This design comes from an exercise in tuning for small area on the open sky130 flow, not from production work. The RTL was checked by simulation tests, not by an equivalence proof against the original design. Power is estimated from default activity; no workload was simulated.

===== flow/config.mk =====
export PLATFORM = sky130hd
export DESIGN_NAME = video_box_overlay
export DESIGN_NICKNAME = video_box_overlay
export VERILOG_FILES = /design/flow/design.v
export SDC_FILE = /design/flow/constraint.sdc
export NUM_CORES = 4
export LEC_CHECK = 0
export CAP_MARGIN = 20
export CORE_MARGIN = 2
export CORE_UTILIZATION = 70
export CTS_BUF_LIST = sky130_fd_sc_hd__clkbuf_16
export CTS_CLUSTER_DIAMETER = 100
export CTS_CLUSTER_SIZE = 30
export GPL_TIMING_DRIVEN = 0
export SLEW_MARGIN = 20
export SYNTH_HIERARCHICAL = 0

===== flow/design.v =====
module video_box_overlay #(
  parameter int N_BOX   = 8,
  parameter int W_PIX   = 24,
  parameter int W_COORD = 12,
  parameter int W_THK   = 4,
  localparam int W_IDX  = (N_BOX > 1) ? $clog2(N_BOX) : 1
) (
  input  logic               clk,
  input  logic               rstn,
  input  logic               vsync,
  input  logic               hsync,
  input  logic               de,
  input  logic [W_PIX-1:0]   data,
  input  logic               cfg_we,
  input  logic [W_IDX-1:0]   cfg_idx,
  input  logic               cfg_en,
  input  logic               cfg_blend,
  input  logic [W_COORD-1:0] cfg_x,
  input  logic [W_COORD-1:0] cfg_y,
  input  logic [W_COORD-1:0] cfg_w,
  input  logic [W_COORD-1:0] cfg_h,
  input  logic [W_THK-1:0]   cfg_thick,
  input  logic [W_PIX-1:0]   cfg_color,
  output logic               vsync_o,
  output logic               hsync_o,
  output logic               de_o,
  output logic [W_PIX-1:0]   data_o,
  output logic               cfg_commit
);
  localparam int N_LANE = W_PIX / 8;
  localparam int SPLIT  = 6;
  localparam logic [W_COORD-1:0] COORD_MAX = {W_COORD{1'b1}};
  function automatic logic [SPLIT:0] add_lo(input logic [SPLIT-1:0] a,
                                            input logic [SPLIT-1:0] b, input logic ci);
    logic c;
    c = ci;
    for (int k = 0; k < SPLIT; k++) begin
      add_lo[k] = a[k] ^ b[k] ^ c;
      c         = (a[k] & b[k]) | (a[k] & c) | (b[k] & c);
    end
    add_lo[SPLIT] = c;
  endfunction
  function automatic logic [W_COORD-SPLIT:0] add_hi(input logic [W_COORD-SPLIT-1:0] a,
                                                    input logic [W_COORD-SPLIT-1:0] b,
                                                    input logic ci);
    logic c;
    c = ci;
    for (int k = 0; k < W_COORD - SPLIT; k++) begin
      add_hi[k] = a[k] ^ b[k] ^ c;
      c         = (a[k] & b[k]) | (a[k] & c) | (b[k] & c);
    end
    add_hi[W_COORD-SPLIT] = c;
  endfunction
  function automatic logic ge_t(input logic [W_THK-1:0] a, input logic [W_THK-1:0] b);
    logic c;
    c = 1'b1;
    for (int k = 0; k < W_THK; k++)
      c = (a[k] & ~b[k]) | (a[k] & c) | (~b[k] & c);
    ge_t = c;
  endfunction
  function automatic logic [3:0] axis_lo(
    input logic [SPLIT-1:0] np, input logic [SPLIT-1:0] lo,
    input logic [SPLIT-1:0] sm, input logic [W_THK-1:0] t
  );
    logic [SPLIT:0] nd, g;
    logic [SPLIT-1:0] d;
    nd = add_lo(lo, np, 1'b0);
    g  = add_lo(sm, nd[SPLIT-1:0], 1'b1);
    d  = ~nd[SPLIT-1:0];
    axis_lo = {nd[SPLIT], g[SPLIT],
               (|d[SPLIT-1:W_THK]) | ge_t(d[W_THK-1:0], t),
               (|g[SPLIT-1:W_THK]) | ge_t(g[W_THK-1:0], t)};
  endfunction
  function automatic logic [1:0] axis_hi(
    input logic [W_COORD-SPLIT-1:0] np, input logic [W_COORD-SPLIT-1:0] lo,
    input logic [W_COORD-SPLIT-1:0] sm, input logic [3:0] part
  );
    logic [W_COORD-SPLIT:0] nd, g;
    nd = add_hi(lo, np, part[3]);
    g  = add_hi(sm, nd[W_COORD-SPLIT-1:0], part[2]);
    axis_hi = {~nd[W_COORD-SPLIT] & g[W_COORD-SPLIT],
               (part[1] | ~(&nd[W_COORD-SPLIT-1:0])) &
               (part[0] | (|g[W_COORD-SPLIT-1:0]))};
  endfunction
  function automatic logic [7:0] lane_avg(input logic [7:0] a, input logic [7:0] b);
    logic c;
    c = 1'b0;
    for (int k = 0; k < 8; k++) begin
      if (k > 0) lane_avg[k-1] = a[k] ^ b[k] ^ c;
      c = (a[k] & b[k]) | (a[k] & c) | (b[k] & c);
    end
    lane_avg[7] = c;
  endfunction
  logic               vsync_prev_r, de_prev_r;
  logic [W_COORD-1:0] x_cnt_r, y_cnt_r;
  logic               vsync_rise_s, de_fall_s;
  logic               wr_en_s;
  logic [W_THK-1:0]   wr_thick_s;
  logic [W_COORD-1:0] wr_wm_s, wr_hm_s;
  logic [W_COORD:0]   wr_t2_s;
  logic               pend_en_r    [N_BOX];
  logic               pend_blend_r [N_BOX];
  logic [W_COORD-1:0] pend_x_r     [N_BOX];
  logic [W_COORD-1:0] pend_y_r     [N_BOX];
  logic [W_COORD-1:0] pend_wm_r    [N_BOX];
  logic [W_COORD-1:0] pend_hm_r    [N_BOX];
  logic [W_THK-1:0]   pend_thick_r [N_BOX];
  logic [W_PIX-1:0]   pend_color_r [N_BOX];
  logic               act_en_r     [N_BOX];
  logic               act_blend_r  [N_BOX];
  logic [W_COORD-1:0] act_x_r      [N_BOX];
  logic [W_COORD-1:0] act_y_r      [N_BOX];
  logic [W_COORD-1:0] act_wm_r     [N_BOX];
  logic [W_COORD-1:0] act_hm_r     [N_BOX];
  logic [W_THK-1:0]   act_thick_r  [N_BOX];
  logic [W_PIX-1:0]   act_color_r  [N_BOX];
  logic               v1_r, v2_r, v3_r;
  logic               s1_vs_r, s1_hs_r, s1_de_r;
  logic [W_PIX-1:0]   s1_data_r;
  logic [3:0]         s1_px_r      [N_BOX];
  logic [3:0]         s1_py_r      [N_BOX];
  logic [W_COORD-SPLIT-1:0] s1_xh_r;
  logic               s2_vs_r, s2_hs_r, s2_de_r;
  logic [W_PIX-1:0]   s2_data_r;
  logic [N_BOX-1:0]   s2_sel_r;
  logic               s3_vs_r, s3_hs_r, s3_de_r;
  logic [W_PIX-1:0]   s3_data_r;
  logic [3:0]         px_s         [N_BOX];
  logic [3:0]         py_s         [N_BOX];
  logic [N_BOX-1:0]   hit_s, sel_s;
  logic               sel_hit_s, sel_blend_s;
  logic [W_PIX-1:0]   sel_color_s, blend_s, mix_s;
  assign vsync_rise_s = vsync & ~vsync_prev_r;
  assign de_fall_s    = ~de & de_prev_r;
  always_ff @(posedge clk or negedge rstn) begin
    if (!rstn) begin
      vsync_prev_r <= 1'b0;
      de_prev_r    <= 1'b0;
      x_cnt_r      <= {W_COORD{1'b0}};
      y_cnt_r      <= {W_COORD{1'b0}};
    end else begin
      vsync_prev_r <= vsync;
      de_prev_r    <= de;
      if (de_fall_s)
        x_cnt_r <= {W_COORD{1'b0}};
      else if (de && (x_cnt_r != COORD_MAX))
        x_cnt_r <= x_cnt_r + {{(W_COORD-1){1'b0}}, 1'b1};
      if (vsync_rise_s)
        y_cnt_r <= {W_COORD{1'b0}};
      else if (de_fall_s && (y_cnt_r != COORD_MAX))
        y_cnt_r <= y_cnt_r + {{(W_COORD-1){1'b0}}, 1'b1};
    end
  end
  assign wr_t2_s    = {{(W_COORD-W_THK){1'b0}}, cfg_thick, 1'b0};
  assign wr_en_s    = cfg_en && (cfg_w != {W_COORD{1'b0}}) && (cfg_h != {W_COORD{1'b0}});
  assign wr_thick_s = ((wr_t2_s < {1'b0, cfg_w}) && (wr_t2_s < {1'b0, cfg_h})) ?
                      cfg_thick : {W_THK{1'b0}};
  assign wr_wm_s    = cfg_w - {{(W_COORD-1){1'b0}}, 1'b1};
  assign wr_hm_s    = cfg_h - {{(W_COORD-1){1'b0}}, 1'b1};
  always_ff @(posedge clk or negedge rstn) begin
    if (!rstn) begin
      for (int i = 0; i < N_BOX; i++) begin
        pend_en_r[i] <= 1'b0;
        act_en_r[i]  <= 1'b0;
      end
      cfg_commit <= 1'b0;
    end else begin
      for (int i = 0; i < N_BOX; i++) begin
        if (cfg_we && (cfg_idx == i[W_IDX-1:0]))
          pend_en_r[i] <= wr_en_s;
        if (vsync_rise_s)
          act_en_r[i] <= pend_en_r[i];
      end
      cfg_commit <= vsync_rise_s;
    end
  end
  always_ff @(posedge clk) begin
    for (int i = 0; i < N_BOX; i++) begin
      if (cfg_we && (cfg_idx == i[W_IDX-1:0])) begin
        pend_blend_r[i] <= cfg_blend;
        pend_x_r[i]     <= cfg_x;
        pend_y_r[i]     <= cfg_y;
        pend_wm_r[i]    <= wr_wm_s;
        pend_hm_r[i]    <= wr_hm_s;
        pend_thick_r[i] <= wr_thick_s;
        pend_color_r[i] <= cfg_color;
      end
      if (vsync_rise_s) begin
        act_blend_r[i] <= pend_blend_r[i];
        act_x_r[i]     <= pend_x_r[i];
        act_y_r[i]     <= pend_y_r[i];
        act_wm_r[i]    <= pend_wm_r[i];
        act_hm_r[i]    <= pend_hm_r[i];
        act_thick_r[i] <= pend_thick_r[i];
        act_color_r[i] <= pend_color_r[i];
      end
    end
  end
  always_comb begin
    for (int i = 0; i < N_BOX; i++) begin
      px_s[i] = axis_lo(~x_cnt_r[SPLIT-1:0], act_x_r[i][SPLIT-1:0],
                        act_wm_r[i][SPLIT-1:0], act_thick_r[i]);
      py_s[i] = axis_lo(~y_cnt_r[SPLIT-1:0], act_y_r[i][SPLIT-1:0],
                        act_hm_r[i][SPLIT-1:0], act_thick_r[i]);
    end
  end
  always_comb begin
    logic [1:0] ax, ay;
    logic       any;
    hit_s = {N_BOX{1'b0}};
    for (int i = 0; i < N_BOX; i++) begin
      ax = axis_hi(~s1_xh_r, act_x_r[i][W_COORD-1:SPLIT], act_wm_r[i][W_COORD-1:SPLIT],
                   s1_px_r[i]);
      ay = axis_hi(~y_cnt_r[W_COORD-1:SPLIT], act_y_r[i][W_COORD-1:SPLIT],
                   act_hm_r[i][W_COORD-1:SPLIT], s1_py_r[i]);
      hit_s[i] = act_en_r[i] & ax[1] & ay[1] &
                 !((act_thick_r[i] != {W_THK{1'b0}}) & ax[0] & ay[0]);
    end
    any = 1'b0;
    for (int i = 0; i < N_BOX; i++) begin
      sel_s[i] = s1_de_r & hit_s[i] & !any;
      any      = any | hit_s[i];
    end
  end
  always_comb begin
    sel_hit_s   = |s2_sel_r;
    sel_blend_s = 1'b0;
    sel_color_s = {W_PIX{1'b0}};
    for (int i = 0; i < N_BOX; i++) begin
      sel_color_s = sel_color_s | ({W_PIX{s2_sel_r[i]}} & act_color_r[i]);
      sel_blend_s = sel_blend_s | (s2_sel_r[i] & act_blend_r[i]);
    end
  end
  always_comb begin
    for (int l = 0; l < N_LANE; l++)
      blend_s[l*8 +: 8] = lane_avg(s2_data_r[l*8 +: 8], sel_color_s[l*8 +: 8]);
    if (!sel_hit_s)
      mix_s = s2_data_r;
    else if (sel_blend_s)
      mix_s = blend_s;
    else
      mix_s = sel_color_s;
  end
  always_ff @(posedge clk or negedge rstn) begin
    if (!rstn) begin
      v1_r    <= 1'b0;
      v2_r    <= 1'b0;
      v3_r    <= 1'b0;
      vsync_o <= 1'b0;
      hsync_o <= 1'b0;
      de_o    <= 1'b0;
      data_o  <= {W_PIX{1'b0}};
    end else begin
      v1_r    <= 1'b1;
      v2_r    <= v1_r;
      v3_r    <= v2_r;
      vsync_o <= v3_r & s3_vs_r;
      hsync_o <= v3_r & s3_hs_r;
      de_o    <= v3_r & s3_de_r;
      data_o  <= v3_r ? s3_data_r : {W_PIX{1'b0}};
    end
  end
  always_ff @(posedge clk) begin
    s1_vs_r   <= vsync;
    s1_hs_r   <= hsync;
    s1_de_r   <= de;
    s1_data_r <= data;
    for (int i = 0; i < N_BOX; i++) begin
      s1_px_r[i] <= px_s[i];
      s1_py_r[i] <= py_s[i];
    end
    s1_xh_r   <= x_cnt_r[W_COORD-1:SPLIT];
    s2_vs_r   <= s1_vs_r;
    s2_hs_r   <= s1_hs_r;
    s2_de_r   <= s1_de_r;
    s2_data_r <= s1_data_r;
    s2_sel_r  <= sel_s;
    s3_vs_r   <= s2_vs_r;
    s3_hs_r   <= s2_hs_r;
    s3_de_r   <= s2_de_r;
    s3_data_r <= mix_s;
  end
endmodule

===== flow/constraint.sdc =====
create_clock -name core_clock -period 6.0 [get_ports {clk}]
set_input_delay 1.2000 -clock core_clock [delete_from_list [all_inputs] [get_ports {clk}]]
set_output_delay 1.2000 -clock core_clock [all_outputs]
set_load 0.01 [all_outputs]

===== flow/run.sh =====
#!/bin/bash
# synth_recipe.tcl (not shown) runs the flow's synth.tcl, then flattens the netlist and writes it again
# the make line also repeats each setting of config.mk as NAME=value (left out here)
make -C /OpenROAD-flow-scripts/flow DESIGN_CONFIG=/design/flow/config.mk WORK_HOME=/design/flow/orfs CLKGATE_MAP_FILE= SYNTH_SCRIPT=/design/flow/synth_recipe.tcl finish

==> results of run 1 <==
-- through the flow --
stage,instances,utilization,setup WS [ns],area (um^2),total power [mW]
3_5_place_dp,4444,0.757,-0.0390,61200,14.3
6_report,4547,0.777,0.179,62800,18.6
4_1_cts,4545,0.777,0.179,62800,18.7
3_3_place_gp,4392,0.742,-3.47,60000,14.2
2_1_floorplan,3194,-,0.661,57300,13.3
5_1_grt,4546,0.777,0.0575,62800,19.3
-- flip-flops by register name, summed over array words and instances, names as in the netlist, 32 cells and up --
name	count
act_y_r	96
pend_thick_r	32
act_wm_r	96
s1_px_r	32
s1_py_r	32
act_color_r	192
act_thick_r	32
pend_y_r	96
act_x_r	96
pend_x_r	96
pend_hm_r	96
pend_color_r	192
act_hm_r	96
pend_wm_r	96
-- repair_timing --
action | CTS | global route
pin swaps | 0 | 0
gates cloned | 0 | 0
hold buffers | 0 | 0
gates resized for setup | 1 | 1
setup endpoints to repair | 2 | 2
-- power breakdown --
group | leakage [nW] | switching (mW) | total, mW | internal (mW)
Clock | 0.925 | 2.82 | 4.52 | 1.70
Sequential | 13.6 | 0.287 | 11.8 | 11.5
Combinational | 8.38 | 1.36 | 2.34 | 0.979
-- path summary, 6_finish.rpt --
path	start	end	cells past startpoint
setup reg to reg	s1_xh_r[0]	s2_sel_r[7]	14
hold / removal	s1_data_r[14]	s2_data_r[14]	0
min in group asynchronous	rstn	pend_en_r[4]	1
hold reg to reg	s1_data_r[14]	s2_data_r[14]	0
setup / recovery	s1_xh_r[0]	s2_sel_r[7]	14
max in group asynchronous	rstn	data_o[11]	2
-- final cells by class --
| cell class | count | area [um^2] |
|---|---|---|
| antenna | 2 | 5.00 |
| buffer | 34 | 153 |
| clock buffer | 55 | 1380 |
| clock inverter | 46 | 200 |
| fill | 4438 | 18000 |
| inverter | 573 | 2150 |
| multi-input combinational | 1123 | 13200 |
| sequential | 1464 | 42000 |
| tap | 1060 | 1330 |
| timing repair buffer | 190 | 2400 |
-- cell usage in the layout (no fill, tap or decap), types with 7 or more instances in the layout --
master,count
edfxtp_1,1232
inv_1,616
fa_1,373
dfxtp_1,158
clkdlybuf4s50_1,137
a22oi_1,100
nand2_1,84
dfrtp_1,72
clkbuf_16,56
nor2_1,49
maj3_2,48
ha_1,45
nand4_1,40
nand3_1,32
clkbuf_1,30
o21ai_0,30
maj3_1,30
and2_1,27
nor4_1,18
and4_1,18
mux2_2,17
or3b_1,16
buf_16,16
nor3_1,15
buf_12,15
mux2i_1,14
nor4b_1,13
buf_8,13
a21o_1,12
xnor2_1,12
or4_1,10
a221o_1,9
and3_1,8
nor2b_1,7
xor2_2,7
xnor2_2,7
buf_6,7
-- critical path, cell delays in order, from the launching register on --
cell and delay (ns):
dfxtp_2 0.62, fa_1 0.26, inv_1 0.05, fa_1 0.50, inv_1 0.06, fa_1 0.41, fa_1 0.45, fa_1 0.44
fa_1 0.44, fa_1 0.53, nand4_1 0.12, nor4b_1 0.81, nor4_1 0.18, or4_1 0.63, nor4_1 0.22
-- layer usage --
layer,routed length (um),track usage,up-vias
met1,50000,0.447,13983
met2,58200,0.474,1138
met5,29,0,-
met4,3360,0.0805,4
met3,10700,0.0533,175
li1,-,-,11624
-- logic make-up after synthesis --
| family | after synthesis | synth area share |
|---|---|---|
| AND/OR/NAND/NOR | 374 | 0.0368 |
| AO/OA/AOI/OAI | 189 | 0.0239 |
| other | 1 | 0.0000655 |
| flip-flops | 1464 | 0.734 |
| XOR/XNOR | 32 | 0.00490 |
| buffers and inverters | 607 | 0.0399 |
| multiplexers | 31 | 0.00579 |
| adder cells (fa/ha/maj) | 496 | 0.155 |
==> qor.yml, run 1 <==
status:
  outcome: "timing/DRC/antenna clean"
power:
  p_per_area_nw_per_um2: 297
  leakagePower_nw: 22.9
  vdd.ir_drop.worst_v: 0.000299
critical_path:
  rrSetupSlack_ns: 0.18
  cp_max_fo: 8
  cp.required_ns: 6.58
  arrival_ns: 6.40
  crit_type: "register to register"
  crit_path_start_kind: "register"
  end_kind: "register"
place:
  place.gp.congestion: 0.889
  port_buffers: 138
  dpl.hpwl_um: 88600
clock_tree:
  cts-root-buf: "clkbuf_16"
  cts_buffer_depth: 3
  clock_latency_ns: 0.68
  clkTransAtPathRegs_ns: 0.11
  cts_tree: "done"
  postCtsSetupRepairBufs: 0
  cts-buffers-inserted: 54
  cts.sinks: 1464
  htreeDepth: 2
sta:
  hold_slack_ns: 0.333
  finalClockSkew_ns: 0.0255
  period_share: 0.970
  slew_violations: 0
  post-route-min-period_ns: 5.82
  finalHoldViolCount: 0
  rsz0062_at_grt: "false"
  finalSetupTns_ns: 0
  setup_violations: 0
  slew_headroom: 0.194
  tightest_slew_ns: 1.20
  fmax_mhz: 172
floorplan:
  die_h_um: 290
  die_w_um: 290
  die_area_um2: 84100
  start_util: 0.708
  ioPinCount: 139
  placementRows: 104
  core_area_um2: 80800
layout:
  fin_nets: 3969
  drive_gt1_frac: 0.0631
  area_growth_pct: 9.71
synthesis:
  yosysTopAreaCell: "edfxtp_1"
  yosysMostFrequentCell: "edfxtp_1"
  syn_avg_cell_area_um2: 17.9
  synth-edff-count: 1232
  syn_inst: 3194
  syn-cell-area_um2: 57200
  synth_ff_type: "edfxtp_1"
  async_flop_share: 0.0499
  ys_seq_area_frac: 0.734
  yosysWarnings: 21
  mappedNetlistNets: 3723
  synth_top_area_frac: 0.646
  ys_ff_latch: 1464
  synth_common_cells: "edfxtp_1 (1232), inv_1 (573), fa_1 (373)"
  synthDistinctLibCells: 53
  synth_area_leaders: "edfxtp_1 (65%), fa_1 (13%), dfxtp_1 (5.6%)"
global_route:
  grt-ovfl-total: 0
  grt_use_total: 0.300
  grt_max_degree: 170
  antenna_found_initial: 6
  grt_pass1_wl_um: 181000
  grt_pass1_vias: 28253
detailed_routing:
  avgViaCountPerCell: 5.92
  vias: 26924
  drc: 0
  drt_first_iter_violations: 2940
  wl_per_cell_um: 26.9
  ant_nets: 0
  wl_um: 122000
  first_pass_iters: 6
job:
  drv_cap: 0
hold_path:
  hp-class: "register to register"
==> run 2: changes to the inputs <==
--- a/flow/config.mk
+++ b/flow/config.mk
@@ -10,6 +10,2 @@
 export CORE_UTILIZATION = 70
-export CTS_BUF_LIST = sky130_fd_sc_hd__clkbuf_16
-export CTS_CLUSTER_DIAMETER = 100
-export CTS_CLUSTER_SIZE = 30
-export GPL_TIMING_DRIVEN = 0
 export SLEW_MARGIN = 20
==> run 2 against run 1 <==
  * First-iteration DRC count increased by 7.2%
  * Setup slack better by 0.39 ns
  * Die area did not move
  * Core utilization increased by 3.1 points
  * Worst hold slack worse by 0.0056 ns
  * Register-to-register slack better by 0.39 ns
  * Synthesized area stayed put
  * Still clean on timing, DRC and antenna
  * Clock skew up 0.0084 ns
  * Sequential cell count unchanged
  * Non-clock buffer count is 32 lower
  * Design area is 3.9% higher
==> qor.yml, run 2 <==
status:
  outcome: "timing/DRC/antenna clean"  # unchanged
job:
  drv_cap: 0  # unchanged
synthesis:
  synth_ff_type: "edfxtp_1"  # unchanged
  synth_area_leaders: "edfxtp_1 (65%), fa_1 (13%), dfxtp_1 (5.6%)"  # unchanged
  syn_inst: 3194  # unchanged
  mappedNetlistNets: 3723  # unchanged
  synthDistinctLibCells: 53  # unchanged
  syn_avg_cell_area_um2: 17.9  # unchanged
  synth-edff-count: 1232  # unchanged
  yosysTopAreaCell: "edfxtp_1"  # unchanged
  ys_ff_latch: 1464  # unchanged
  ys_seq_area_frac: 0.734  # unchanged
  syn-cell-area_um2: 57200  # unchanged
  synth_top_area_frac: 0.646  # unchanged
  async_flop_share: 0.0499  # unchanged
  yosysMostFrequentCell: "edfxtp_1"  # unchanged
  yosysWarnings: 21  # unchanged
  synth_common_cells: "edfxtp_1 (1232), inv_1 (573), fa_1 (373)"  # unchanged
layout:
  drive_gt1_frac: 0.100  # was 0.0631
  fin_nets: 4024  # was 3969
  final_common_cell: "edfxtp_1"  # unchanged
  reg_top3: "act_color_r x192, pend_color_r x192"  # unchanged
  mostFrequentLayoutCells: "edfxtp_1 (1232), inv_1 (573), fa_1 (373)"  # was edfxtp_1 (1232), inv_1 (616), fa_1 (373)
  area_growth_pct: 14.0  # was 9.71%
global_route:
  grt.busiest_layer: "met2"  # unchanged
  grt_pass1_vias: 29635  # was 28253
  grt_max_degree: 125  # was 170
  grt_util_met3: 0.0801  # was 0.0533
  grt-ovfl-total: 0  # unchanged
  grt_pass1_wl_um: 189000  # was 181000 um
  use_met1: 0.446  # was 0.447
  met2_usage: 0.498  # was 0.474
  antenna_found_initial: 9  # was 6
  grt_use_total: 0.320  # was 0.300
power:
  combPwrFrac: 0.101  # was 0.126
  p_per_area_nw_per_um2: 354  # was 297 nW/um^2
  clkPwrFrac: 0.387  # was 0.242
  power_mw: 23.1  # was 18.6 mW
  power.switching_mw: 5.50  # was 4.47 mW
  swShare: 0.238  # was 0.240
  vdd.ir_drop.worst_v: 0.000343  # was 0.000299 V
  leakagePower_nw: 24.1  # was 22.9 nW
  p_int_mw: 17.6  # was 14.2 mW
  p_seq_frac: 0.512  # was 0.632
clock_tree:
  cts.sinks: 1464  # unchanged
  ctsHoldBuffers: 0  # unchanged
  htreeDepth: 4  # was 2
  cts-root-buf: "clkbuf_16"  # unchanged
  cts-buffers-inserted: 141  # was 54
  clkTransAtPathRegs_ns: 0.06  # was 0.11 ns
  cts_resized: 0  # was 1
  clock_latency_ns: 0.75  # was 0.68 ns
  cts_tree: "done"  # unchanged
  postCtsSetupRepairBufs: 0  # unchanged
  cts_buffer_depth: 3  # unchanged
place:
  port_buffers: 138  # unchanged
  pre_cts_ws_ns: 0.544  # was -0.0390 ns
  dpl.hpwl_um: 88000  # was 88600 um
  place.gp.congestion: 0.915  # was 0.889
critical_path:
  cp.required_ns: 6.62  # was 6.58 ns
  crit_chain: "fa_1 > inv_1 > fa_1 > inv_1 > fa_1 > fa_1 > fa_1 > fa_1 > fa_1 > nand4_1 > nor4b_1 > nor3_1 > a211oi_1 > or2_2 > nor4_1"  # was fa_1 > inv_1 > fa_1 > inv_1 > fa_1 > fa_1 > fa_1 > fa_1 > fa_1 > nand4_1 > nor4b_1 > nor4_1 > or4_1 > nor4_1
  end_kind: "register"  # unchanged
  r2r_cells: 15  # was 14
  crit_cells: 15  # was 14
  reg2reg_to: "s2_sel_r[7]"  # unchanged
  crit_path_start_kind: "register"  # unchanged
  worst_path_most_repeated_cell: "fa_1"  # unchanged
  slowest_delay_ns: 0.73  # was 0.81 ns
  cp_max_fo: 7  # was 8
  r2r_start: "s1_xh_r[0]"  # unchanged
  arrival_ns: 6.05  # was 6.40 ns
  path_delay_family: "adder cells"  # unchanged
  rrSetupSlack_ns: 0.57  # was 0.18 ns
  crit_buf_inv: 2  # unchanged
  crit_type: "register to register"  # unchanged
  critPathSlowestCell: "dfxtp_1"  # was nor4b_1
detailed_routing:
  vias: 27928  # was 26924
  ant_nets: 0  # unchanged
  wl_per_cell_um: 27.9  # was 26.9 um
  first_pass_iters: 5  # was 6
  wl_um: 130000  # was 122000 um
  drc: 0  # unchanged
  drt_first_iter_violations: 3152  # was 2940
  avgViaCountPerCell: 5.97  # was 5.92
floorplan:
  die_area_um2: 84100  # unchanged
  placementRows: 104  # unchanged
  start_util: 0.708  # unchanged
  die_w_um: 290  # unchanged
  core_area_um2: 80800  # unchanged
  ioPinCount: 139  # unchanged
  die_h_um: 290  # unchanged
sta:
  tightest_slew_ns: 1.22  # was 1.20 ns
  post-route-min-period_ns: 5.43  # was 5.82 ns
  setup_violations: 0  # unchanged
  finalHoldViolCount: 0  # unchanged
  finalClockSkew_ns: 0.0339  # was 0.0255 ns
  period_share: 0.906  # was 0.970
  finalSetupTns_ns: 0  # unchanged
  fmax_mhz: 184  # was 172 MHz
  slew_headroom: 0.182  # was 0.194
  hold_slack_ns: 0.327  # was 0.333 ns
  rsz0062_at_grt: "false"  # unchanged
  slew_violations: 0  # unchanged
  worst_slack_ns: 0.565  # was 0.179 ns
hold_path:
  min_path_cells: 0  # unchanged
  min-delay-start: "s1_data_r[23]"  # was s1_data_r[14]
  holdPathEnd: "s2_data_r[23]"  # was s2_data_r[14]
  hp-class: "register to register"  # unchanged
## run 2: cell count changes in the layout (fill, tap and decap cells not counted), sizes merged
cell      before  now
clkbuf        86  185
clkinv         2   49
inv          617  583
bufinv         0   13
clkinvlp       0    3
buf           56   55
diode          2    3
## run 2: cells by family after synthesis
kind of cell	after synthesis	share of synthesized area
flip-flops	1464	0.734
buffers and inverters	607	0.0399
adder cells (fa/ha/maj)	496	0.155
AND/OR/NAND/NOR	374	0.0368
AO/OA/AOI/OAI	189	0.0239
XOR/XNOR	32	0.00490
multiplexers	31	0.00579
other	1	0.0000655
## run 2: worst max path at each step
stage,from,endpoint
6_report,s1_xh_r[0],s2_sel_r[7]
5_1_grt,s1_xh_r[0],s2_sel_r[6]
4_1_cts,s1_xh_r[0],s2_sel_r[7]
3_5_place_dp,s1_xh_r[0],s2_sel_r[7]
3_3_place_gp,s1_xh_r[0],s2_sel_r[7]
2_1_floorplan,cfg_idx[2],pend_en_r[3]
## run 2: layout make-up
type | instances | area, um^2
Sequential cell | 1464 | 42000
Fill cell | 4039 | 15500
Multi-Input combinational cell | 1123 | 13200
Clock buffer | 185 | 3850
Tap cell | 1060 | 1330
Antenna cell | 3 | 7.51
Timing Repair Buffer | 192 | 1890
Clock inverter | 75 | 891
Inverter | 573 | 2150
## run 2: routing by layer
metal | wire length (um) | vias to the layer above
met2 | 62300 | 1409
li1 | - | 11828
met5 | 30 | -
met4 | 5010 | 4
met3 | 13000 | 268
met1 | 49900 | 14419
## run 2: through the flow
step,utilization,instance area [um^2],std cells
final,0.808,65300,4675
after global routing,0.808,65300,4674
after CTS,0.807,65200,4672
after detailed placement,0.749,60500,4412
after global placement,0.748,60500,4410
after floorplan,-,57300,3194
## run 2: power groups by stage
stage	registers [mW]	logic, mW	clock network (mW)
3_5_place_dp	12.0	2.31	0
6_report	11.8	2.33	8.96
4_1_cts	11.8	2.34	9.06
5_1_grt	11.9	2.57	9.44
2_1_floorplan	11.9	1.40	0
3_3_place_gp	12.0	2.15	0
==> run 3: changes to the inputs <==
--- a/flow/config.mk
+++ b/flow/config.mk
@@ -9,3 +9,3 @@
 export CORE_MARGIN = 2
-export CORE_UTILIZATION = 70
+export CORE_UTILIZATION = 40
 export SLEW_MARGIN = 20
==> run 3 against run 2 <==
  * Still clean
  * Critical path depth fell by 1
  * Sequential power barely moved
  * Routed wire length rose by 0.93%
  * Cell count rose by 19%
  * Clock power rose by 2.3%
  * Synthesized cell count did not move
  * Critical path type unchanged
==> qor.yml, run 3 <==
status:
  outcome: "timing/DRC/antenna clean"  # unchanged
power:
  vdd.ir_drop.worst_v: 0.000212  # was 0.000343 V
  leakagePower_nw: 24.4  # was 24.1 nW
  p_per_area_nw_per_um2: 349  # was 354 nW/um^2
clock_tree:
  cts_tree: "done"  # unchanged
  cts-root-buf: "clkbuf_16"  # unchanged
  cts_resized: 0  # unchanged
  postCtsSetupRepairBufs: 0  # unchanged
  cts-buffers-inserted: 147  # was 141
  clock_latency_ns: 0.78  # was 0.75 ns
  cts_buffer_depth: 3  # unchanged
  cts.sinks: 1464  # unchanged
  clkTransAtPathRegs_ns: 0.07  # was 0.06 ns
  htreeDepth: 4  # unchanged
  ctsHoldBuffers: 0  # unchanged
synthesis:
  async_flop_share: 0.0499  # unchanged
  synth_top_area_frac: 0.646  # unchanged
  yosysWarnings: 21  # unchanged
  synth_common_cells: "edfxtp_1 (1232), inv_1 (573), fa_1 (373)"  # unchanged
  yosysTopAreaCell: "edfxtp_1"  # unchanged
  synth_area_leaders: "edfxtp_1 (65%), fa_1 (13%), dfxtp_1 (5.6%)"  # unchanged
  yosysMostFrequentCell: "edfxtp_1"  # unchanged
  syn_avg_cell_area_um2: 17.9  # unchanged
  syn-cell-area_um2: 57200  # unchanged
  synth_ff_type: "edfxtp_1"  # unchanged
  ys_ff_latch: 1464  # unchanged
  synthDistinctLibCells: 53  # unchanged
  ys_seq_area_frac: 0.734  # unchanged
  syn_inst: 3194  # unchanged
  synth-edff-count: 1232  # unchanged
  mappedNetlistNets: 3723  # unchanged
layout:
  mostFrequentLayoutCells: "edfxtp_1 (1232), inv_1 (573), fa_1 (373)"  # unchanged
  multi_input_area_um2: 13100  # was 13200 um^2
  nFillCells: 11842  # was 4039
  area_growth_pct: 16.6  # was 14.0%
  drive_gt1_frac: 0.110  # was 0.100
  final_common_cell: "edfxtp_1"  # unchanged
  seqCellArea_um2: 42000  # unchanged
  fin_nets: 4059  # was 4024
  stdcell_area_um2: 66700  # was 65300 um^2
  reg_top3: "act_color_r x192, pend_color_r x192"  # unchanged
critical_path:
  r2r_start: "s1_xh_r[0]"  # unchanged
  crit_path_start_kind: "register"  # unchanged
  end_kind: "register"  # unchanged
  critPathSlowestCell: "dfxtp_1"  # unchanged
  path_delay_family: "adder cells"  # unchanged
  crit_start: "s1_xh_r[0]"  # unchanged
  crit_chain: "fa_1 > inv_1 > fa_1 > inv_1 > fa_1 > fa_1 > fa_1 > fa_1 > fa_1 > nand4_1 > nor4b_1 > nor4_1 > or3_1 > nor4b_1"  # was fa_1 > inv_1 > fa_1 > inv_1 > fa_1 > fa_1 > fa_1 > fa_1 > fa_1 > nand4_1 > nor4b_1 > nor3_1 > a211oi_1 > or2_2 > nor4_1
  cp_max_fo: 6  # was 7
  slowest_delay_ns: 0.64  # was 0.73 ns
  cp.required_ns: 6.68  # was 6.62 ns
  r2r_cells: 14  # was 15
  worst_path_most_repeated_cell: "fa_1"  # unchanged
  crit_buf_inv: 2  # unchanged
  crit_cells: 14  # was 15
  arrival_ns: 6.01  # was 6.05 ns
  crit_type: "register to register"  # unchanged
place:
  detailed_place.area_um2: 61800  # was 60500 um^2
  port_buffers: 138  # unchanged
  place.gp.congestion: 0.849  # was 0.915
  dpl.hpwl_um: 90900  # was 88000 um
floorplan:
  die_h_um: 382  # was 290 um
  placementRows: 138  # was 104
  start_util: 0.404  # was 0.708
  die_w_um: 382  # was 290 um
  core_area_um2: 142000  # was 80800 um^2
  die_area_um2: 146000  # was 84100 um^2
  ioPinCount: 139  # unchanged
sta:
  setup_violations: 0  # unchanged
  tightest_slew_ns: 1.15  # was 1.22 ns
  post-route-min-period_ns: 5.33  # was 5.43 ns
  finalSetupTns_ns: 0  # unchanged
  finalHoldViolCount: 0  # unchanged
  finalClockSkew_ns: 0.0261  # was 0.0339 ns
  fmax_mhz: 188  # was 184 MHz
  slew_headroom: 0.233  # was 0.182
  slew_violations: 0  # unchanged
  rsz0062_at_grt: "false"  # unchanged
  period_share: 0.888  # was 0.906
detailed_routing:
  ant_nets: 0  # unchanged
  first_pass_iters: 6  # was 5
  wl_um: 131000  # was 130000 um
  drt_first_iter_violations: 2676  # was 3152
  avgViaCountPerCell: 4.86  # was 5.97
  vias: 26943  # was 27928
  wl_per_cell_um: 23.7  # was 27.9 um
  drc: 0  # unchanged
global_route:
  grt-ovfl-total: 0  # unchanged
  grt_pass1_wl_um: 191000  # was 189000 um
  antenna_found_initial: 14  # was 9
  grt_max_degree: 105  # was 125
  grt_pass1_vias: 27971  # was 29635
  grt_use_total: 0.183  # was 0.320
job:
  drv_cap: 0  # unchanged
hold_path:
  hp-class: "input port to async pin"  # was register to register
==> run 3: cell counts after synthesis <==
Identical to the previous run, type by type.
==> run 3: final cells by class <==
| class | count | area share |
|---|---|---|
| clock inverters | 74 | 0.0108 |
| diodes | 1 | 0.0000375 |
| multi-input cells | 1123 | 0.197 |
| repair buffers | 221 | 0.0327 |
| well taps | 1890 | 0.0354 |
| flip-flops and latches | 1464 | 0.629 |
| clock buffers | 200 | 0.0623 |
| inverters | 573 | 0.0322 |
==> run 3: worst paths after layout <==
| check | endpoint | slack (ns) |
|---|---|---|
| hold reg to reg | s2_data_r[4] | 0.32 |
| hold / removal | de_o | 0.27 |
| max in group asynchronous | x_cnt_r[9] | 4.50 |
| setup / recovery | s2_sel_r[5] | 0.67 |
| setup reg to reg | s2_sel_r[5] | 0.67 |
| min in group core_clock | s2_data_r[4] | 0.32 |
==> run 3: per-stage QoR <==
step / hold slack [ns] / util / setup slack, ns / power [mW] / std cells
6_report: 0.274 / 0.471 / 0.672 / 23.3 / 5546
5_1_grt: 0.250 / 0.471 / 0.362 / 24.2 / 5545
4_1_cts: 0.222 / 0.471 / 0.632 / 23.5 / 5545
3_5_place_dp: 0.312 / 0.436 / 0.646 / 14.3 / 5271
3_3_place_gp: 0.310 / 0.436 / 0.719 / 14.3 / 5268
2_1_floorplan: 0.310 / - / 0.661 / 13.3 / 3194
==> run 3: cells by family after synthesis <==
| family | count (synthesis) | synth area share |
|---|---|---|
| AO/OA/AOI/OAI | 189 | 0.0239 |
| XOR/XNOR | 32 | 0.00490 |
| adder cells (fa/ha/maj) | 496 | 0.155 |
| buffers and inverters | 607 | 0.0399 |
| flip-flops | 1464 | 0.734 |
| multiplexers | 31 | 0.00579 |
| other | 1 | 0.0000655 |
| AND/OR/NAND/NOR | 374 | 0.0368 |
==> run 3: report_power, final <==
group	switching, mW	total [mW]	leakage, nW	internal, mW
logic	1.36	2.31	8.34	0.950
clock network	3.81	9.17	2.40	5.36
registers	0.277	11.8	13.6	11.5
total	5.45	23.3	24.4	17.8
==> run 3: metal layers <==
layer,up-vias,part of all wire,global-route usage
li1,11911,-,-
met1,14096,0.45,0.262
met2,738,0.47,0.286
met3,178,0.064,0.0393
met4,20,0.021,0.0478
met5,-,0.00088,0
==> run 4: changes to the inputs <==
--- a/flow/config.mk
+++ b/flow/config.mk
@@ -9,3 +9,7 @@
 export CORE_MARGIN = 2
-export CORE_UTILIZATION = 40
+export CORE_UTILIZATION = 70
+export CTS_BUF_LIST = sky130_fd_sc_hd__clkbuf_16
+export CTS_CLUSTER_DIAMETER = 80
+export CTS_CLUSTER_SIZE = 24
+export GPL_TIMING_DRIVEN = 0
 export SLEW_MARGIN = 20
==> run 4 against run 3 <==
  * Routed wire length fell by 5.6%
  * Register-to-register slack got worse by 0.42 ns
  * Sequential share of layout area rose by 3.3 points
  * Setup slack got worse by 0.42 ns
  * Global-route usage rose by 12 points
  * Critical path depth fell by 1
  * Sequential cell count did not move
  * Die area fell by 42%
  * Synthesized cell count did not move
  * Sequential power barely moved
  * Largest cell class unchanged
  * Critical endpoint is now s2_sel_r[7]
==> qor.yml, run 4 <==
synthesis:
  synth_top_area_frac: 0.646  # unchanged
  synth_common_cells: "edfxtp_1 (1232), inv_1 (573), fa_1 (373)"  # unchanged
  synthDistinctLibCells: 53  # unchanged
  async_flop_share: 0.0499  # unchanged
  ys_ff_latch: 1464  # unchanged
  yosysTopAreaCell: "edfxtp_1"  # unchanged
  yosysMostFrequentCell: "edfxtp_1"  # unchanged
  synth_area_leaders: "edfxtp_1 (65%), fa_1 (13%), dfxtp_1 (5.6%)"  # unchanged
  mappedNetlistNets: 3723  # unchanged
  synth-edff-count: 1232  # unchanged
  yosysWarnings: 21  # unchanged
  synth_ff_type: "edfxtp_1"  # unchanged
  syn-cell-area_um2: 57200  # unchanged
  ys_seq_area_frac: 0.734  # unchanged
  syn_inst: 3194  # unchanged
  syn_avg_cell_area_um2: 17.9  # unchanged
global_route:
  grt-ovfl-total: 0  # unchanged
  grt_pass1_wl_um: 183000  # was 191000 um
  grt_pass1_vias: 28466  # was 27971
  grt_use_total: 0.306  # was 0.183
  grt_max_degree: 170  # was 105
  antenna_found_initial: 7  # was 14
clock_tree:
  clkTransAtPathRegs_ns: 0.10  # was 0.07 ns
  cts-root-buf: "clkbuf_16"  # unchanged
  htreeDepth: 3  # was 4
  clock_latency_ns: 0.66  # was 0.78 ns
  cts_tree: "done"  # unchanged
  cts-buffers-inserted: 72  # was 147
  ctsHoldBuffers: 0  # unchanged
  cts_buffer_depth: 3  # unchanged
  cts.sinks: 1464  # unchanged
  postCtsSetupRepairBufs: 0  # unchanged
power:
  leakagePower_nw: 23.3  # was 24.4 nW
  vdd.ir_drop.worst_v: 0.000330  # was 0.000212 V
  power_mw: 19.5  # was 23.3 mW
  p_per_area_nw_per_um2: 308  # was 349 nW/um^2
floorplan:
  die_w_um: 290  # was 382 um
  die_h_um: 290  # was 382 um
  die_area_um2: 84100  # was 146000 um^2
  ioPinCount: 139  # unchanged
  start_util: 0.708  # was 0.404
  placementRows: 104  # was 138
  core_area_um2: 80800  # was 142000 um^2
detailed_routing:
  wl_um: 124000  # was 131000 um
  avgViaCountPerCell: 5.91  # was 4.86
  ant_nets: 0  # unchanged
  first_pass_iters: 6  # unchanged
  drt_first_iter_violations: 3206  # was 2676
  drc: 0  # unchanged
  wl_per_cell_um: 27.1  # was 23.7 um
  vias: 27065  # was 26943
sta:
  finalHoldViolCount: 0  # unchanged
  slew_violations: 0  # unchanged
  rsz0062_at_grt: "false"  # unchanged
  fmax_mhz: 174  # was 188 MHz
  setup_violations: 0  # unchanged
  finalClockSkew_ns: 0.0254  # was 0.0261 ns
  tightest_slew_ns: 1.18  # was 1.15 ns
  post-route-min-period_ns: 5.75  # was 5.33 ns
  worst_slack_ns: 0.250  # was 0.672 ns
  period_share: 0.958  # was 0.888
  slew_headroom: 0.211  # was 0.233
critical_path:
  cp.required_ns: 6.57  # was 6.68 ns
  end_kind: "register"  # unchanged
  cp_max_fo: 6  # unchanged
  arrival_ns: 6.32  # was 6.01 ns
  crit_type: "register to register"  # unchanged
  crit_path_start_kind: "register"  # unchanged
layout:
  mostFrequentLayoutCells: "edfxtp_1 (1232), inv_1 (624), fa_1 (373)"  # was edfxtp_1 (1232), inv_1 (573), fa_1 (373)
  drive_gt1_frac: 0.0696  # was 0.110
  final_common_cell: "edfxtp_1"  # unchanged
  area_growth_pct: 10.8  # was 16.6%
  reg_top3: "act_color_r x192, pend_color_r x192"  # unchanged
  fin_nets: 3987  # was 4059
  nFillCells: 4370  # was 11842
status:
  outcome: "timing/DRC/antenna clean"  # unchanged
place:
  pre_cts_ws_ns: -0.0390  # was 0.646 ns
  dpl.hpwl_um: 88600  # was 90900 um
  port_buffers: 138  # unchanged
  place.gp.congestion: 0.889  # was 0.849
job:
  drv_cap: 0  # unchanged
hold_path:
  hp-class: "register to register"  # was input port to async pin
run 4: metal layers:
layer	track usage	vias up	wire length (um)	share of wire
li1	-	11678	-	-
met1	0.451	14125	50500	0.41
met2	0.483	1084	59400	0.48
met3	0.0583	174	10800	0.087
met4	0.0818	4	3290	0.026
met5	0	-	29	0.00023
run 4: final cells by class:
type | instances | area [um^2] | share of cell area
Sequential cell | 1464 | 42000 | 0.663
Multi-Input combinational cell | 1123 | 13200 | 0.208
Timing Repair Buffer | 190 | 2400 | 0.0379
Inverter | 573 | 2150 | 0.0339
Clock buffer | 73 | 1830 | 0.0288
Tap cell | 1060 | 1330 | 0.0209
Clock inverter | 61 | 353 | 0.00556
Buffer | 34 | 153 | 0.00241
Antenna cell | 1 | 2.50 | 0.0000395
run 4: path summary, 6_finish.rpt:
| kind | startpoint | endpoint | slack, ns | depth (start not counted) |
|---|---|---|---|---|
| max | s1_xh_r[1] | s2_sel_r[7] | 0.25 | 13 |
| min | s1_data_r[14] | s2_data_r[14] | 0.33 | 0 |
| max reg2reg | s1_xh_r[1] | s2_sel_r[7] | 0.25 | 13 |
| min reg2reg | s1_data_r[14] | s2_data_r[14] | 0.33 | 0 |
| max in group asynchronous | rstn | data_o[3] | 4.85 | 2 |
| min in group asynchronous | rstn | pend_en_r[4] | 0.52 | 1 |
run 4: worst max-delay path: stages (launching register included):
cell     delay (ns)
dfxtp_1        0.45
inv_1          0.34
fa_1           0.66
inv_1          0.06
fa_1           0.41
fa_1           0.45
fa_1           0.44
fa_1           0.45
fa_1           0.55
nand4_1        0.14
nor4b_1        0.72
nor4_1         0.16
or4_1          0.62
nor4_1         0.22
run 4: metrics by stage:
step | hold WS [ns] | utilization | instances | setup TNS [ns] | area, um^2
6_report | 0.331 | 0.785 | 4579 | 0 | 63400
5_1_grt | 0.339 | 0.785 | 4579 | 0 | 63400
4_1_cts | 0.331 | 0.784 | 4578 | 0 | 63400
3_5_place_dp | 0.312 | 0.757 | 4444 | -0.0459 | 61200
3_3_place_gp | 0.314 | 0.742 | 4392 | -2374.31 | 60000
2_1_floorplan | 0.310 | - | 3194 | 0 | 57300
run 4: kinds of logic after synthesis:
group,synth area share
xor+xnor,0.00490
flops,0.734
buf+inv,0.0399
mux,0.00579
simple gates,0.0368
fa+ha+maj,0.155
compound gates,0.0239
other cells,0.0000655
run 4: repair_timing:
item	4_1_cts	5_1_grt
gates resized for setup	1	1
hold endpoints to repair	0	0
endpoints found under the setup margin	2	1
run 4: report_power, final:
group / switching (mW) / internal [mW]
sequential: 0.288 / 11.5
combinational: 1.36 / 0.979
clock: 3.07 / 2.32
total: 4.72 / 14.8

[static timing again, ports no longer ideal]
How much do the figures lean on ideal ports? The routed layouts below were timed once more, with nothing changed but the port constraints.
Step 1 sets driving cells, clkbuf_16 on the clock port and buf_2 on the other inputs (assumed; they add their load-dependent delay and slew).
Step 2 times the ports against the registers' clock, not the clock port: input delays grow and output delays shrink by t, the midpoint of the rising clock arrivals with the driver on.
a / b / c = ideal / step 1 / step 2; a / b = the first two.
| run | shift t [ns] | slack for setup (ns) | slew at the worst register clock pin (ns) |
|---|---|---|---|
| run 1 | 0.731 | 0.179 / 0.179 / 0.179 | 0.12 / 0.12 |
| run 2 | 0.804 | 0.565 / 0.565 / 0.565 | 0.07 / 0.07 |
| run 3 | 0.839 | 0.672 / 0.672 / 0.672 | 0.07 / 0.07 |
| run 4 | 0.725 | 0.250 / 0.250 / 0.250 | 0.10 / 0.10 |
After both steps setup and hold are still met in every run listed.
